Context: an optimization exercise on an open-source flow, tuned for small area, a short achievable clock period and few clock cycles. The choices shown serve that exercise and are no tape-out recipe. No functional check of the RTL was part of any run shown here. Power figures rest on the tool's default switching activity, not on a simulated workload.

--- flow/design.v ---
package isa_pkg;
    typedef enum logic [6:0] {
        OP_LOAD  = 7'b0000011,
        OP_STORE = 7'b0100011
    } opcode_e;
    typedef enum logic [2:0] {
        F3_B  = 3'b000,
        F3_H  = 3'b001,
        F3_W  = 3'b010,
        F3_BU = 3'b100,
        F3_HU = 3'b101
    } funct3_e;
endpackage
package lsu_pkg;
    typedef enum logic [1:0] {
        SIZE_B = 2'd0,
        SIZE_H = 2'd1,
        SIZE_W = 2'd2
    } acc_size_e;
    typedef struct packed {
        logic                     is_load;
        logic                     is_signed;
        acc_size_e                size;
        logic [8-1:0] addr;
        logic [3:0]               wmask;
        logic [32-1:0]     wdata;
    } lsu_entry_t;
    typedef enum logic {
        ISSUE_IDLE = 1'b0,
        ISSUE_WAIT = 1'b1
    } issue_state_e;
endpackage
module lsu_top (
    input  logic                 clk_i,
    input  logic                 rst_n_i,
    input  logic                 req_i,
    output logic                 ack_o,
    input  logic [32-1:0] inst_i,
    input  logic [32-1:0] rs1_i,
    input  logic [32-1:0] rs2_i,
    output logic                 wb_valid_o,
    output logic [32-1:0] wb_data_o,
    output logic                 fault_o
);
    localparam int AW    = 8;
    localparam int WORDS = 2 ** (AW - 2);
    logic          ack_q;
    logic          fault_q;
    logic          ld_q;
    logic          st_q;
    logic [7:0]    lo_q;
    logic [7:0]    hi_q;
    logic [1:0]    off_q;
    logic [2:0]    f3_q;
    logic [31:0]   wdata_q;
    logic          wb_valid_q;
    logic [31:0]   wb_data_q;
    logic          is_load;
    logic          is_store;
    logic [2:0]    funct3;
    logic [AW-1:0] imm;
    logic [AW-1:0] addr;
    logic          f3_ok;
    logic          aligned;
    logic          legal;
    logic          accept;
    logic [7:0]    lo_sel;
    logic [7:0]    hi_sel;
    assign is_load  = inst_i[6:0] == isa_pkg::OP_LOAD;
    assign is_store = inst_i[6:0] == isa_pkg::OP_STORE;
    assign funct3   = inst_i[14:12];
    assign imm  = {inst_i[AW+19:25], inst_i[5] ? inst_i[11:7] : inst_i[24:20]};
    assign addr = rs1_i[AW-1:0] + imm;
    always_comb begin
        case (funct3)
            3'b000, 3'b001, 3'b010: f3_ok = 1'b1;
            3'b100, 3'b101:         f3_ok = is_load;
            default:                f3_ok = 1'b0;
        endcase
        case (funct3[1:0])
            2'b01:   aligned = ~addr[0];
            2'b10:   aligned = addr[1:0] == 2'b00;
            default: aligned = 1'b1;
        endcase
        lo_sel = '0;
        hi_sel = '0;
        lo_sel[addr[4:2]]    = 1'b1;
        hi_sel[addr[AW-1:5]] = 1'b1;
    end
    assign legal  = (is_load || is_store) && f3_ok && aligned;
    assign accept = req_i && !ack_q;
    always_ff @(posedge clk_i) begin
        if (!rst_n_i) begin
            ack_q      <= 1'b0;
            fault_q    <= 1'b0;
            ld_q       <= 1'b0;
            st_q       <= 1'b0;
            wb_valid_q <= 1'b0;
        end else begin
            ack_q      <= req_i;
            fault_q    <= accept && !legal;
            ld_q       <= accept && legal && is_load;
            st_q       <= accept && legal && is_store;
            wb_valid_q <= ld_q;
        end
    end
    always_ff @(posedge clk_i) begin
        lo_q    <= lo_sel;
        hi_q    <= hi_sel;
        off_q   <= addr[1:0];
        f3_q    <= funct3;
        wdata_q <= rs2_i;
    end
    logic [3:0]  wmask;
    logic [31:0] wdata;
    always_comb begin
        case (f3_q[1:0])
            2'b00: begin
                wmask = 4'b0001 << off_q;
                wdata = {4{wdata_q[7:0]}};
            end
            2'b01: begin
                wmask = off_q[1] ? 4'b1100 : 4'b0011;
                wdata = {2{wdata_q[15:0]}};
            end
            default: begin
                wmask = 4'b1111;
                wdata = wdata_q;
            end
        endcase
    end
    logic [31:0] mem [WORDS];
    for (genvar w = 0; w < WORDS; w++) begin : g_word
        for (genvar b = 0; b < 4; b++) begin : g_byte
            logic we;
            assign we = st_q & hi_q[w / 8] & lo_q[w % 8] & wmask[b];
            always_ff @(posedge clk_i) begin
                if (we) begin
                    mem[w][8*b +: 8] <= wdata[8*b +: 8];
                end
            end
        end
    end
    logic [31:0] grp [8];
    logic [31:0] rword;
    always_comb begin
        for (int h = 0; h < 8; h++) begin
            grp[h] = '0;
            for (int l = 0; l < 8; l++) begin
                grp[h] = grp[h] | (mem[h*8+l] & {32{lo_q[l]}});
            end
        end
        rword = '0;
        for (int h = 0; h < 8; h++) begin
            rword = rword | (grp[h] & {32{hi_q[h]}});
        end
    end
    logic [7:0]  b0;
    logic [7:0]  b1;
    logic        sx;
    logic [31:0] ext;
    always_comb begin
        case (off_q)
            2'd0:    b0 = rword[7:0];
            2'd1:    b0 = rword[15:8];
            2'd2:    b0 = rword[23:16];
            default: b0 = rword[31:24];
        endcase
        b1 = off_q[1] ? rword[31:24] : rword[15:8];
        case (f3_q[1:0])
            2'b00: begin
                sx  = ~f3_q[2] & b0[7];
                ext = {{24{sx}}, b0};
            end
            2'b01: begin
                sx  = ~f3_q[2] & b1[7];
                ext = {{16{sx}}, b1, b0};
            end
            default: begin
                sx  = 1'b0;
                ext = rword;
            end
        endcase
    end
    always_ff @(posedge clk_i) begin
        wb_data_q <= ext;
    end
    assign ack_o      = ack_q;
    assign fault_o    = fault_q;
    assign wb_valid_o = wb_valid_q;
    assign wb_data_o  = wb_data_q;
endmodule
--- flow/run.sh ---
#!/bin/bash
# synth_recipe.tcl (not shown) runs the flow's synth.tcl, then flattens the netlist and writes it again
# the make line also repeats each setting of config.mk as NAME=value (left out here)
make -C /OpenROAD-flow-scripts/flow DESIGN_CONFIG=/design/flow/config.mk WORK_HOME=/design/flow/orfs CLKGATE_MAP_FILE= SYNTH_SCRIPT=/design/flow/synth_recipe.tcl finish
--- flow/config.mk ---
export PLATFORM = sky130hd
export DESIGN_NAME = lsu_top
export DESIGN_NICKNAME = lsu_top
export VERILOG_FILES = /design/flow/design.v
export SDC_FILE = /design/flow/constraint.sdc
export NUM_CORES = 4
export LEC_CHECK = 0
export CAP_MARGIN = 20
export CORE_MARGIN = 2
export CORE_UTILIZATION = 40
export SETUP_SLACK_MARGIN = 2.5
export SLEW_MARGIN = 20
--- flow/constraint.sdc ---
create_clock -name core_clock -period 5.0 [get_ports {clk_i}]
set_input_delay 1.0000 -clock core_clock [delete_from_list [all_inputs] [get_ports {clk_i}]]
set_output_delay 1.0000 -clock core_clock [all_outputs]
set_load 0.01 [all_outputs]
==> results.py, run 1 <==
metrics = {
    "cts": {
        "cts_root_buf": "clkbuf_16",
        "cts_hold_buf": 0,
        "clk_latency_ps": 880,
        "cts.sinks": 2138,
        "numCtsBuffers": 206,
        "htreeDepth": 4,
        "cts_buffer_depth": 3,
        "clkTransAtPathRegs_ps": 60,
        "cts_tree": "done",
    },
    "run": {
        "drv_cap": 0,
    },
    "finish": {
        "final_cell_mix": "2048 x edfxtp_1, 998 x a22oi_1, 230 x nor2_4, 223 x buf_4, 212 x clkbuf_16",
        "finish.utilization_pct": 48.67,
        "area_growth_pct": 21.22,
        "fin_cells": 7501,
        "nFillCells": 15790,
        "final_common_cell": "edfxtp_1",
        "layout.nets": 4891,
        "drive_gt1_share_pct": 24.07,
    },
    "worst_hold_path": {
        "hold_depth": 1,
        "min_path_type": "reg -> reg",
    },
    "power": {
        "leakage_nw": 28.86,
        "total_power_mw": 44.46,
        "ir_drop_uv": 431.9,
        "p_per_area_nw_per_um2": 469.9,
    },
    "synth": {
        "ys.flop_type": "edfxtp_1",
        "synthesis.nets": 4532,
        "synth_xor_area_share_pct": 0.1122,
        "synth_adder_area_share_pct": 0.2821,
        "yosysUniqueCellTypes": 58,
        "netlist_area_um2": 78050,
        "syn_area_per_cell_um2": 17.67,
        "ys_seq_area_share_pct": 81.10,
        "synthMuxAreaShare_pct": 0.5354,
        "synth_edf_count": 2048,
        "synth-compound-area-share_pct": 12.61,
        "ys_warn_count": 3,
        "synth_cells": 4416,
        "synthArstFlopShare_pct": 0,
        "ys_seq_elements": 2138,
        "synth_top_family_by_area": "compound AO/OA/AOI/OAI gates",
        "synth_simple_gate_area_share_pct": 3.565,
    },
    "worst_setup_path": {
        "path_class": "reg -> reg",
        "slowest_delay_ps": 440,
        "end_kind": "register",
        "slowest_stage": "dfxtp_4",
        "cp.arrival_ps": 3800,
        "crit_family": "compound AO/OA/AOI/OAI gates",
        "required_ps": 5740,
        "path_cells": "buf_12 > buf_16 > a22oi_2 > nand4_1 > a22o_4 > nor4_4 > mux4_2 > a2bb2oi_4 > clkbuf_16 > o21ai_2",
        "r2r_cells": 10,
        "cp.depth": 10,
        "path_max_fanout": 8,
        "startpoint_type": "register",
        "worst-path-buf-inv": 3,
    },
    "timing": {
        "final_max_slew_viol_count": 0,
        "setup_viol": 0,
        "clock_skew_ps": 89.00,
        "period_share_pct": 61.27,
        "slew_headroom_pct": 29.42,
        "fmax_ghz": 0.3264,
        "tightest_slew_ps": 1059,
        "rsz0062_at_grt": "true",
        "period_minus_slack_ps": 3063,
        "tns_ps": 0,
        "setup_slack_ps": 1937,
        "hold_viol": 0,
    },
    "floorplan": {
        "start_util_pct": 40.15,
        "die-area_um2": 198700,
        "die_height_um": 445.7,
        "num_rows": 162,
        "core_um2": 194400,
        "die_w_um": 445.7,
        "ios": 134,
    },
    "global_route": {
        "grt_max_degree": 68,
        "grt_antenna_before_repair": 8,
        "grt_overflow_total": 0,
        "grtUsageTotal_pct": 25.54,
        "grt_pass1_wl_mm": 356.5,
        "grt_pass1_vias": 44940,
    },
    "detailed_routing": {
        "first_pass_iters": 8,
        "wl_per_cell_um": 34.67,
        "drc": 0,
        "vias_per_cell": 6.353,
        "totalWireLength_mm": 260.1,
        "vias": 47650,
        "ant_nets": 0,
        "drt-initial-drc-count": 7428,
    },
    "placed_design": {
        "hpwlAfterDp_mm": 150.4,
        "gp_congestion": 0.8848,
        "dp_cells": 6950,
        "portBuffers": 100,
        "dp_slack_ps": 223.4,
    },
    "run_status": {
        "status": "timing/DRC/antenna clean",
    },
}
## flip-flops by register name, indices dropped and copies added (netlist names)
name	cells
mem	2048
wb_data_q	32
wdata_q	32
hi_q	8
lo_q	8
f3_q	3
off_q	2
ack_q	1
fault_q	1
ld_q	1
st_q	1
wb_valid_q	1
## cells by family after synthesis
kind of cell,after synthesis
AO/OA/AOI/OAI,1311
XOR/XNOR,10
adder cells (fa/ha/maj),17
buffers and inverters,325
flip-flops,2138
multiplexers,38
AND/OR/NAND/NOR,577
## worst reg2reg max path: stages (launching register included)
cell,delay (ps)
dfxtp_4,440
buf_12,190
buf_16,160
a22oi_2,210
nand4_1,270
a22o_4,350
nor4_4,420
mux4_2,390
a2bb2oi_4,260
clkbuf_16,210
o21ai_2,60
## layer usage
metal  global-route usage, %  up-vias  share of wire, %  routed length, um
li1                        -    19160                 -                  -
met1                   34.45    24660                38              97650
met2                   36.97     3165                44             114000
met3                   7.816      652                13              32800
met4                   13.73       14               5.9              15390
met5                  0.4640        -             0.082                212
## worst paths after layout
kind | startpoint | slack, ps | to
hold / removal | ld_q | 440 | wb_valid_q
setup / recovery | lo_q[1] | 1940 | wb_data_q[29]
hold reg to reg | ld_q | 440 | wb_valid_q
setup reg to reg | lo_q[1] | 1940 | wb_data_q[29]
## through the flow
stage	hold slack [ps]	cell area (um^2)
final	436.0	94610
after global routing	468.2	94600
after CTS	395.4	93510
after detailed placement	421.0	82790
after global placement	417.1	82760
after floorplan	405.7	78210
## timing repair
item,CTS,global route
setup buffers,116,27
resized for setup,788,169
cloned,11,5
pin swaps,72,56
setup endpoints to repair,2514,1919
## where the power goes
part / internal [mW] / switching (mW) / total (mW)
sequential: 19.9 / 0.238 / 20.1
clock: 8.43 / 6.80 / 15.2
combinational: 3.10 / 5.99 / 9.09
total: 31.4 / 13.0 / 44.5
## synthesized netlist by cell type (7+ instances only)
| master | n | area share (%) |
|---|---|---|
| o221a_2 | 7 | 0.10 |
| dfxtp_1 | 90 | 2.3 |
| and2_1 | 15 | 0.12 |
| a21oi_1 | 87 | 0.56 |
| mux2_2 | 20 | 0.29 |
| inv_1 | 22 | 0.11 |
| o21ai_0 | 19 | 0.12 |
| buf_2 | 95 | 0.61 |
| nand2_1 | 79 | 0.38 |
| o2bb2ai_1 | 7 | 0.079 |
| mux2i_1 | 17 | 0.22 |
| a221o_1 | 8 | 0.10 |
| a22o_1 | 12 | 0.13 |
| o21ai_2 | 10 | 0.11 |
| edfxtp_1 | 2048 | 79 |
| and4_1 | 15 | 0.17 |
| ha_1 | 16 | 0.26 |
| clkbuf_1 | 145 | 0.70 |
| a41oi_1 | 97 | 1.1 |
| buf_4 | 11 | 0.11 |
| a222oi_1 | 7 | 0.090 |
| a22oi_1 | 1032 | 9.9 |
| nand4_1 | 167 | 1.3 |
| buf_1 | 48 | 0.23 |
| nor2_1 | 270 | 1.3 |
## layout make-up
class | instances | area [um^2] | share of cell area, %
Clock buffer | 272 | 5517 | 5.831
Tap cell | 2542 | 3181 | 3.362
Sequential cell | 2138 | 63380 | 66.99
Multi-Input combinational cell | 1956 | 16310 | 17.24
Clock inverter | 114 | 1095 | 1.157
Timing Repair inverter | 1 | 5.005 | 0.005290
Antenna cell | 6 | 15.01 | 0.01587
Inverter | 24 | 111.4 | 0.1177
Timing Repair Buffer | 448 | 4997 | 5.282
==> run 2, diff against run 1 <==
--- a/flow/design.v
+++ b/flow/design.v
@@ -52,3 +52,4 @@
     logic [7:0]    hi_q;
-    logic [1:0]    off_q;
+    logic [1:0]    a_lo_q;
+    logic [1:0]    b_lo_q;
     logic [2:0]    f3_q;
@@ -61,3 +62,2 @@
     logic [AW-1:0] imm;
-    logic [AW-1:0] addr;
     logic          f3_ok;
@@ -71,4 +71,33 @@
     assign funct3   = inst_i[14:12];
-    assign imm  = {inst_i[AW+19:25], inst_i[5] ? inst_i[11:7] : inst_i[24:20]};
-    assign addr = rs1_i[AW-1:0] + imm;
+    assign imm = {inst_i[AW+19:25], inst_i[5] ? inst_i[11:7] : inst_i[24:20]};
+    function automatic logic [7:0] onehot_sum(input logic [2:0] x, input logic [2:0] y,
+                                              input logic c);
+        logic [7:0] dx;
+        logic [7:0] dy;
+        logic [7:0] r;
+        dx = 8'b1 << x;
+        dy = 8'b1 << y;
+        for (int k = 0; k < 8; k++) begin
+            r[k] = 1'b0;
+            for (int j = 0; j < 8; j++) begin
+                r[k] = r[k] | (dx[j] & dy[(k - j) & 7]);
+            end
+        end
+        onehot_sum = c ? {r[6:0], r[7]} : r;
+    endfunction
+    logic [AW-1:0] a;
+    logic [AW-1:0] b;
+    logic [AW-1:0] g;
+    logic [AW-1:0] p;
+    logic          c2;
+    logic          c5;
+    assign a  = rs1_i[AW-1:0];
+    assign b  = imm;
+    assign g  = a & b;
+    assign p  = a | b;
+    assign c2 = g[1] | (p[1] & g[0]);
+    assign c5 = g[4] | (p[4] & g[3]) | (p[4] & p[3] & g[2]) | (p[4] & p[3] & p[2] & g[1])
+              | (p[4] & p[3] & p[2] & p[1] & g[0]);
+    assign lo_sel = onehot_sum(a[4:2], b[4:2], c2);
+    assign hi_sel = onehot_sum(a[AW-1:5], b[AW-1:5], c5);
     always_comb begin
@@ -80,10 +109,6 @@
         case (funct3[1:0])
-            2'b01:   aligned = ~addr[0];
-            2'b10:   aligned = addr[1:0] == 2'b00;
+            2'b01:   aligned = a[0] == b[0];
+            2'b10:   aligned = (a[0] == b[0]) && (b[1] == (a[1] ^ a[0]));
             default: aligned = 1'b1;
         endcase
-        lo_sel = '0;
-        hi_sel = '0;
-        lo_sel[addr[4:2]]    = 1'b1;
-        hi_sel[addr[AW-1:5]] = 1'b1;
     end
@@ -109,3 +134,4 @@
         hi_q    <= hi_sel;
-        off_q   <= addr[1:0];
+        a_lo_q  <= a[1:0];
+        b_lo_q  <= b[1:0];
         f3_q    <= funct3;
@@ -113,2 +139,4 @@
     end
+    logic [1:0] off_q;
+    assign off_q = a_lo_q + b_lo_q;
     logic [3:0]  wmask;
--- a/flow/config.mk
+++ b/flow/config.mk
@@ -10,3 +10,3 @@
 export CORE_UTILIZATION = 40
-export SETUP_SLACK_MARGIN = 2.5
+export SETUP_SLACK_MARGIN = 2.6
 export SLEW_MARGIN = 20
==> results.py, run 2 <==
metrics = {
    "finish": {
        "final_cell_mix": "2048 x edfxtp_1, 917 x a22oi_1, 252 x nor2_4, 212 x clkbuf_16, 196 x buf_4",
        "drive_gt1_share_pct": 26.76,
        "finish.utilization_pct": 49.60,
        "largest_reg_flops": 2048,
        "layout.nets": 4929,
        "area_growth_pct": 23.30,
        "regMostFlops": "mem",
        "final_common_cell": "edfxtp_1",
        "top_regs": "mem x2048, wb_data_q x32, wdata_q x32",
    },
    "synth": {
        "synth_edf_count": 2048,
        "ys_top_cells_by_count": "2048 x edfxtp_1, 1033 x a22oi_1, 283 x nor2_1",
        "syn_area_per_cell_um2": 17.57,
        "synth_top_area_share_pct": 78.49,
        "yosysMostFrequentCell": "edfxtp_1",
        "ys_warn_count": 3,
        "synthArstFlopShare_pct": 0,
        "synth_cells": 4460,
        "ys_top_cells_by_area": "edfxtp_1 78%, a22oi_1 9.9%, dfxtp_1 2.4%",
        "ys.flop_type": "edfxtp_1",
        "yosysTopAreaCell": "edfxtp_1",
        "netlist_area_um2": 78350,
        "ys_seq_area_share_pct": 80.84,
        "yosysUniqueCellTypes": 62,
        "synthesis.nets": 4564,
        "ys_seq_elements": 2140,
    },
    "run": {
        "drv_cap": 0,
    },
    "worst_setup_path": {
        "path_cells": "buf_12 > buf_4 > buf_12 > a22oi_1 > nand4_1 > a22oi_2 > and3_4 > buf_4 > o22ai_1 > nand2_1 > o211ai_1",
        "path_max_fanout": 24,
        "cp.depth": 11,
        "crit_family": "compound AO/OA/AOI/OAI gates",
        "cp.arrival_ps": 3590,
        "crit_start": "lo_q[0]",
        "slowest_stage": "dfxtp_4",
        "required_ps": 5630,
        "path_class": "reg -> reg",
        "ff2ff_setup_slack_ps": 2040,
        "slowest_delay_ps": 430,
        "r2r_cells": 11,
        "startpoint_type": "register",
        "reg2reg_from": "lo_q[0]",
        "worst-path-buf-inv": 4,
        "end_kind": "register",
    },
    "cts": {
        "cts.sinks": 2140,
        "numCtsBuffers": 203,
        "clkTransAtPathRegs_ps": 70,
        "cts_tree": "done",
        "clk_latency_ps": 880,
        "cts_buffer_depth": 3,
        "cts_hold_buf": 0,
        "htreeDepth": 4,
        "cts_root_buf": "clkbuf_16",
    },
    "run_status": {
        "status": "timing/DRC/antenna clean",
    },
    "timing": {
        "tightest_slew_ps": 905.5,
        "whs_ps": 412.1,
        "fmax_ghz": 0.3383,
        "hold_viol": 0,
        "slew_headroom_pct": 37.91,
        "period_share_pct": 59.12,
        "tns_ps": 0,
        "setup_viol": 0,
        "period_minus_slack_ps": 2956,
        "final_max_slew_viol_count": 0,
        "clock_skew_ps": 34.55,
        "rsz0062_at_grt": "true",
    },
    "floorplan": {
        "core_um2": 194800,
        "die-area_um2": 199400,
        "die_w_um": 446.6,
        "die_height_um": 446.6,
        "ios": 134,
        "num_rows": 162,
        "start_util_pct": 40.22,
    },
    "power": {
        "p_per_area_nw_per_um2": 415.0,
        "ir_drop_uv": 323.1,
        "leakage_nw": 29.10,
    },
    "detailed_routing": {
        "totalWireLength_mm": 262.7,
        "drt-initial-drc-count": 6136,
        "ant_nets": 0,
        "first_pass_iters": 8,
        "vias": 47700,
        "wl_per_cell_um": 34.43,
        "drc": 0,
        "vias_per_cell": 6.252,
    },
    "worst_hold_path": {
        "hold_depth": 1,
        "min_path_type": "in -> reg",
        "holdCritStartpoint": "rs1_i[0]",
    },
    "placed_design": {
        "gp_congestion": 0.8874,
        "portBuffers": 100,
        "hpwlAfterDp_mm": 148.6,
    },
    "global_route": {
        "grtUsageTotal_pct": 25.73,
        "grt_pass1_wl_mm": 359.2,
        "grt_max_degree": 66,
        "grt_overflow_total": 0,
        "grt_antenna_before_repair": 0,
        "grt_pass1_vias": 45570,
    },
}
## run 2: changes by cell type in the layout (fill, tap and decap cells not counted), sizes merged, moves of 19 or more
cell | before | now
a41oi | 97 | 168
and3 | 4 | 24
buf | 353 | 387
clkdlybuf4s15 | 21 | 0
nand2 | 79 | 98
nand4 | 167 | 88
## run 2: area by class of cell
class                           count  area [um^2]
Multi-Input combinational cell   2001        17690
Clock inverter                    111         1030
Fill cell                       15660        98180
Clock buffer                      272         5473
Tap cell                         2624         3283
Inverter                           18        83.83
Sequential cell                  2140        63420
Timing Repair Buffer              461         5627
Antenna cell                        2        5.005
## run 2: power breakdown
part | switching (mW) | internal [mW] | leakage (nW)
sequential | 0.165 | 19.9 | 19.2
combinational | 3.27 | 1.70 | 6.76
clock | 6.74 | 8.34 | 3.13
total | 10.2 | 29.9 | 29.1
## run 2: repair_timing
| item | in CTS | in global routing |
|---|---|---|
| resized for setup | 826 | 174 |
| pin swaps | 138 | 100 |
| setup endpoints to repair | 2529 | 776 |
| gates cloned | 20 | 6 |
| buffers inserted | 109 | 43 |
## run 2: final timing paths
check	end
worst min register to register	fault_q
worst max-delay path	wb_data_q[10]
worst max register to register	wb_data_q[10]
worst min-delay path	a_lo_q[0]
## run 2: worst reg2reg max path, delay by kind of cell (launching register included)
family                 cells  cell delay, ps
flip-flops                 1             430
buffers and inverters      4             750
AO/OA/AOI/OAI              4             990
AND/OR/NAND/NOR            3             550
## run 2: metrics by stage
step           total power [mW]  instances  instance area, um^2  worst slack [ps]
2_1_floorplan             22.16       4460                79160              2019
3_3_place_gp              24.10       7066                83840              1168
3_5_place_dp              24.13       7066                83850              1140
4_1_cts                   39.79       7578                95100              2136
5_1_grt                   40.93       7627                96610              2039
6_report                  40.10       7629                96610              2044
## run 2: routing by layer
layer  GRT usage, %  vias to the layer above  share of wire, %
met3          6.806                      636                10
met5         0.1221                        -                 0
li1               -                    19390                 -
met4          15.12                        0               6.7
met1          32.73                    24810                37
met2          39.71                     2863                46
## run 2: cell families (layout without fill, tap and decap cells)
kind of cell             Yosys count  count (layout)  share of synthesized area [%]
flip-flops                      2140            2140                          80.84
AO/OA/AOI/OAI                   1378            1379                          13.23
AND/OR/NAND/NOR                  559             559                          3.245
buffers and inverters            320             862                          1.832
multiplexers                      47              47                         0.6324
XOR/XNOR                           9               9                         0.1102
adder cells (fa/ha/maj)            7               7                         0.1070
other                              0               2                              0
==> run 3, diff against run 2 <==
--- a/flow/config.mk
+++ b/flow/config.mk
@@ -9,3 +9,3 @@
 export CORE_MARGIN = 2
-export CORE_UTILIZATION = 40
+export CORE_UTILIZATION = 70
 export SETUP_SLACK_MARGIN = 2.6
==> results.py, run 3 <==
metrics = {
    "global_route": {
        "grt_pass1_vias": 45880,
        "grt_pass1_wl_mm": 344.9,
        "grtUsageTotal_pct": 43.41,
        "grt_max_degree": 68,
        "grt_overflow_total": 0,
        "grt_antenna_before_repair": 9,
    },
    "cts": {
        "cts_root_buf": "clkbuf_16",
        "htreeDepth": 4,
        "numCtsBuffers": 197,
        "clk_latency_ps": 820,
        "cts_buffer_depth": 3,
        "cts_hold_buf": 0,
        "cts_tree": "done",
        "clkTransAtPathRegs_ps": 70,
        "cts.sinks": 2140,
    },
    "timing": {
        "tightest_slew_ps": 1052,
        "period_share_pct": 61.45,
        "hold_viol": 0,
        "clock_skew_ps": 25.51,
        "rsz0062_at_grt": "true",
        "tns_ps": 0,
        "final_max_slew_viol_count": 0,
        "setup_viol": 0,
        "period_minus_slack_ps": 3072,
        "setup_slack_ps": 1928,
        "fmax_ghz": 0.3255,
        "slew_headroom_pct": 29.88,
    },
    "synth": {
        "synth_cells": 4460,
        "ys_top_cells_by_area": "edfxtp_1 78%, a22oi_1 9.9%, dfxtp_1 2.4%",
        "netlist_area_um2": 78350,
        "yosysMostFrequentCell": "edfxtp_1",
        "syn_area_per_cell_um2": 17.57,
        "synthesis.nets": 4564,
        "ys_warn_count": 3,
        "synthArstFlopShare_pct": 0,
        "ys.flop_type": "edfxtp_1",
        "synth_top_area_share_pct": 78.49,
        "ys_seq_elements": 2140,
        "synth_edf_count": 2048,
        "yosysUniqueCellTypes": 62,
        "ys_top_cells_by_count": "2048 x edfxtp_1, 1033 x a22oi_1, 283 x nor2_1",
        "ys_seq_area_share_pct": 80.84,
        "yosysTopAreaCell": "edfxtp_1",
    },
    "worst_setup_path": {
        "path_class": "reg -> reg",
        "r2r_cells": 11,
        "slowest_stage": "nor4_4",
        "startpoint_type": "register",
        "path_cells": "buf_12 > buf_4 > a22oi_1 > a41oi_2 > nor4_4 > and3_4 > nand3_4 > a31oi_4 > buf_6 > buf_16 > o21ai_2",
        "slowest_delay_ps": 490,
        "path_max_fanout": 18,
        "crit_start": "lo_q[2]",
        "end_kind": "register",
        "cp.arrival_ps": 3750,
        "required_ps": 5680,
        "reg2reg_from": "lo_q[2]",
    },
    "finish": {
        "multiInputGateArea_um2": 17630,
        "final_common_cell": "edfxtp_1",
        "nFillCells": 4909,
        "register_area_um2": 63400,
        "layout.nets": 4901,
        "regMostFlops": "mem",
        "largest_reg_flops": 2048,
        "top_regs": "mem x2048, wb_data_q x32, wdata_q x32",
        "drive_gt1_share_pct": 25.19,
        "area_growth_pct": 20.44,
        "final_cell_mix": "2048 x edfxtp_1, 968 x a22oi_1, 255 x nor2_4, 210 x clkbuf_16, 172 x buf_4",
    },
    "detailed_routing": {
        "vias": 49470,
        "highest_layer": "met5",
        "totalWireLength_mm": 258.8,
        "first_pass_iters": 8,
        "wl_met3_mm": 42.29,
        "drt-initial-drc-count": 9264,
        "ant_nets": 0,
        "wl_per_cell_um": 40.06,
        "wl_met1_mm": 82.62,
        "vias_per_cell": 7.657,
        "drc": 0,
        "met2_length_mm": 113.1,
    },
    "power": {
        "ir_drop_uv": 446.9,
        "p_per_area_nw_per_um2": 412.4,
        "leakage_nw": 28.88,
        "p_clk_share_pct": 36.2,
        "intPower_mw": 29.15,
        "switching_power_mw": 9.764,
        "share_comb_of_total_power_pct": 12.4,
        "p_seq_share_pct": 51.4,
        "switching_share_pct": 25.09,
    },
    "worst_hold_path": {
        "holdCritStartpoint": "ack_q",
        "min_path_type": "reg -> reg",
        "hold_depth": 1,
    },
    "floorplan": {
        "start_util_pct": 70.70,
        "core_um2": 110800,
        "num_rows": 122,
        "die-area_um2": 114600,
        "die_height_um": 338.6,
        "die_w_um": 338.6,
        "ios": 134,
    },
    "placed_design": {
        "portBuffers": 100,
        "gp_congestion": 0.8983,
        "hpwlAfterDp_mm": 137.8,
        "dp_slack_ps": 1138,
    },
    "run": {
        "drv_cap": 0,
    },
    "run_status": {
        "status": "timing/DRC/antenna clean",
    },
}
[run 3: cell count changes in the layout (fill, tap and decap cells not counted), moves of 15 or more]
| cell | change |
|---|---|
| buf_2 | -26 |
| a41oi_2 | -18 |
| buf_4 | -24 |
| clkinv_1 | -20 |
| a22oi_1 | +51 |
| a22oi_2 | -51 |
| clkdlybuf4s15_1 | +16 |
| buf_16 | -15 |
[run 3: cells by family (layout without fill, tap and decap cells)]
group	count (synthesis)	in the layout	synth area share (%)
AO/OA/AOI/OAI	1378	1381	13.23
XOR/XNOR	9	9	0.1102
buffers and inverters	320	820	1.832
adder cells (fa/ha/maj)	7	7	0.1070
multiplexers	47	47	0.6324
flip-flops	2140	2140	80.84
AND/OR/NAND/NOR	559	559	3.245
other	0	9	0
[run 3: metal layers]
metal / vias to the layer above / GRT usage [%]
li1: 19310 / -
met1: 24510 / 57.92
met2: 4721 / 62.34
met3: 906 / 15.34
met4: 14 / 25.92
met5: - / 1.250
[run 3: cell type report]
cell class              count  share of cell area [%]
diodes                      9                 0.02387
clock buffers             280                   5.762
clock inverters            85                  0.5251
inverters                  18                 0.09149
multi-input cells        2003                   18.68
flip-flops and latches   2140                   67.18
well taps                1488                   1.973
repair buffers            437                   5.765
[run 3: repair_timing]
| item | 4_1_cts | 5_1_grt |
|---|---|---|
| setup buffers | 109 | 52 |
| endpoints found under the setup margin | 3012 | 1721 |
| cloned | 12 | 11 |
| pin swaps | 80 | 121 |
| gates resized for setup | 692 | 219 |
[run 3: power groups by stage]
stage	Clock [mW]	Sequential [mW]	Combinational [mW]
after floorplan	0	20.4	1.80
after global placement	0	20.5	3.36
after detailed placement	0	20.5	3.40
after CTS	13.9	20.0	4.25
after global routing	14.6	20.0	4.86
final	14.1	20.0	4.83
[run 3: through the flow]
stage                     power (mW)  std cells  hold WS, ps  area (um^2)  util (%)
final                          38.91       6460        431.5        94370     85.15
after CTS                      38.18       6388        425.2        92430     83.41
after global placement         23.84       5902        414.9        82200     74.17
after floorplan                22.16       4460        405.7        79160         -
after global routing           39.51       6451        437.1        94340     85.13
after detailed placement       23.88       5902        419.3        82200     74.17
[run 3: final timing paths]
check	endpoint	slack, ps
hold / removal	fault_q	430
setup reg to reg	wb_data_q[23]	1930
hold reg to reg	fault_q	430
setup / recovery	wb_data_q[23]	1930
[run 3: worst max-delay path: cells and delay by family (launching register included)]
kind	cells	cell delay, ps
and+or+nand+nor	3	960
DFF	1	440
buffers and inverters	4	710
AOI/OAI and AO/OA	4	800

[what the ideal ports hide]
In the flow no input, the clock included, has a driving cell. The finished layouts below were timed again as built, in two steps.
Step 1 assumes that a clkbuf_16 drives the clock port and a buf_2 every other input.
Step 2 times the ports against the registers' clock, not the clock port: input delays grow and output delays shrink by t, the midpoint of the rising clock arrivals with the driver on.
a / b / c = ideal / step 1 / step 2; a / b = the first two.
| run | t (ns) | setup WS [ns] | worst setup path after step 2 | latest minus earliest clock arrival (ns) | cell pins on the clock port's net |
|---|---|---|---|---|---|
| run 1 | 0.918 | 1.937 / 1.937 / 1.130 | input to register | 0.094 / 0.094 | 1 |
| run 2 | 0.933 | 2.044 / 2.044 / 1.784 | input to register | 0.039 / 0.039 | 1 |
| run 3 | 0.885 | 1.928 / 1.928 / 1.772 | input to register | 0.031 / 0.031 | 1 |
After both steps every run listed still meets setup and hold. For run 1, which loses most, drivers alone change the setup slack by 0.000 ns; drivers and shift together by -0.807 ns.
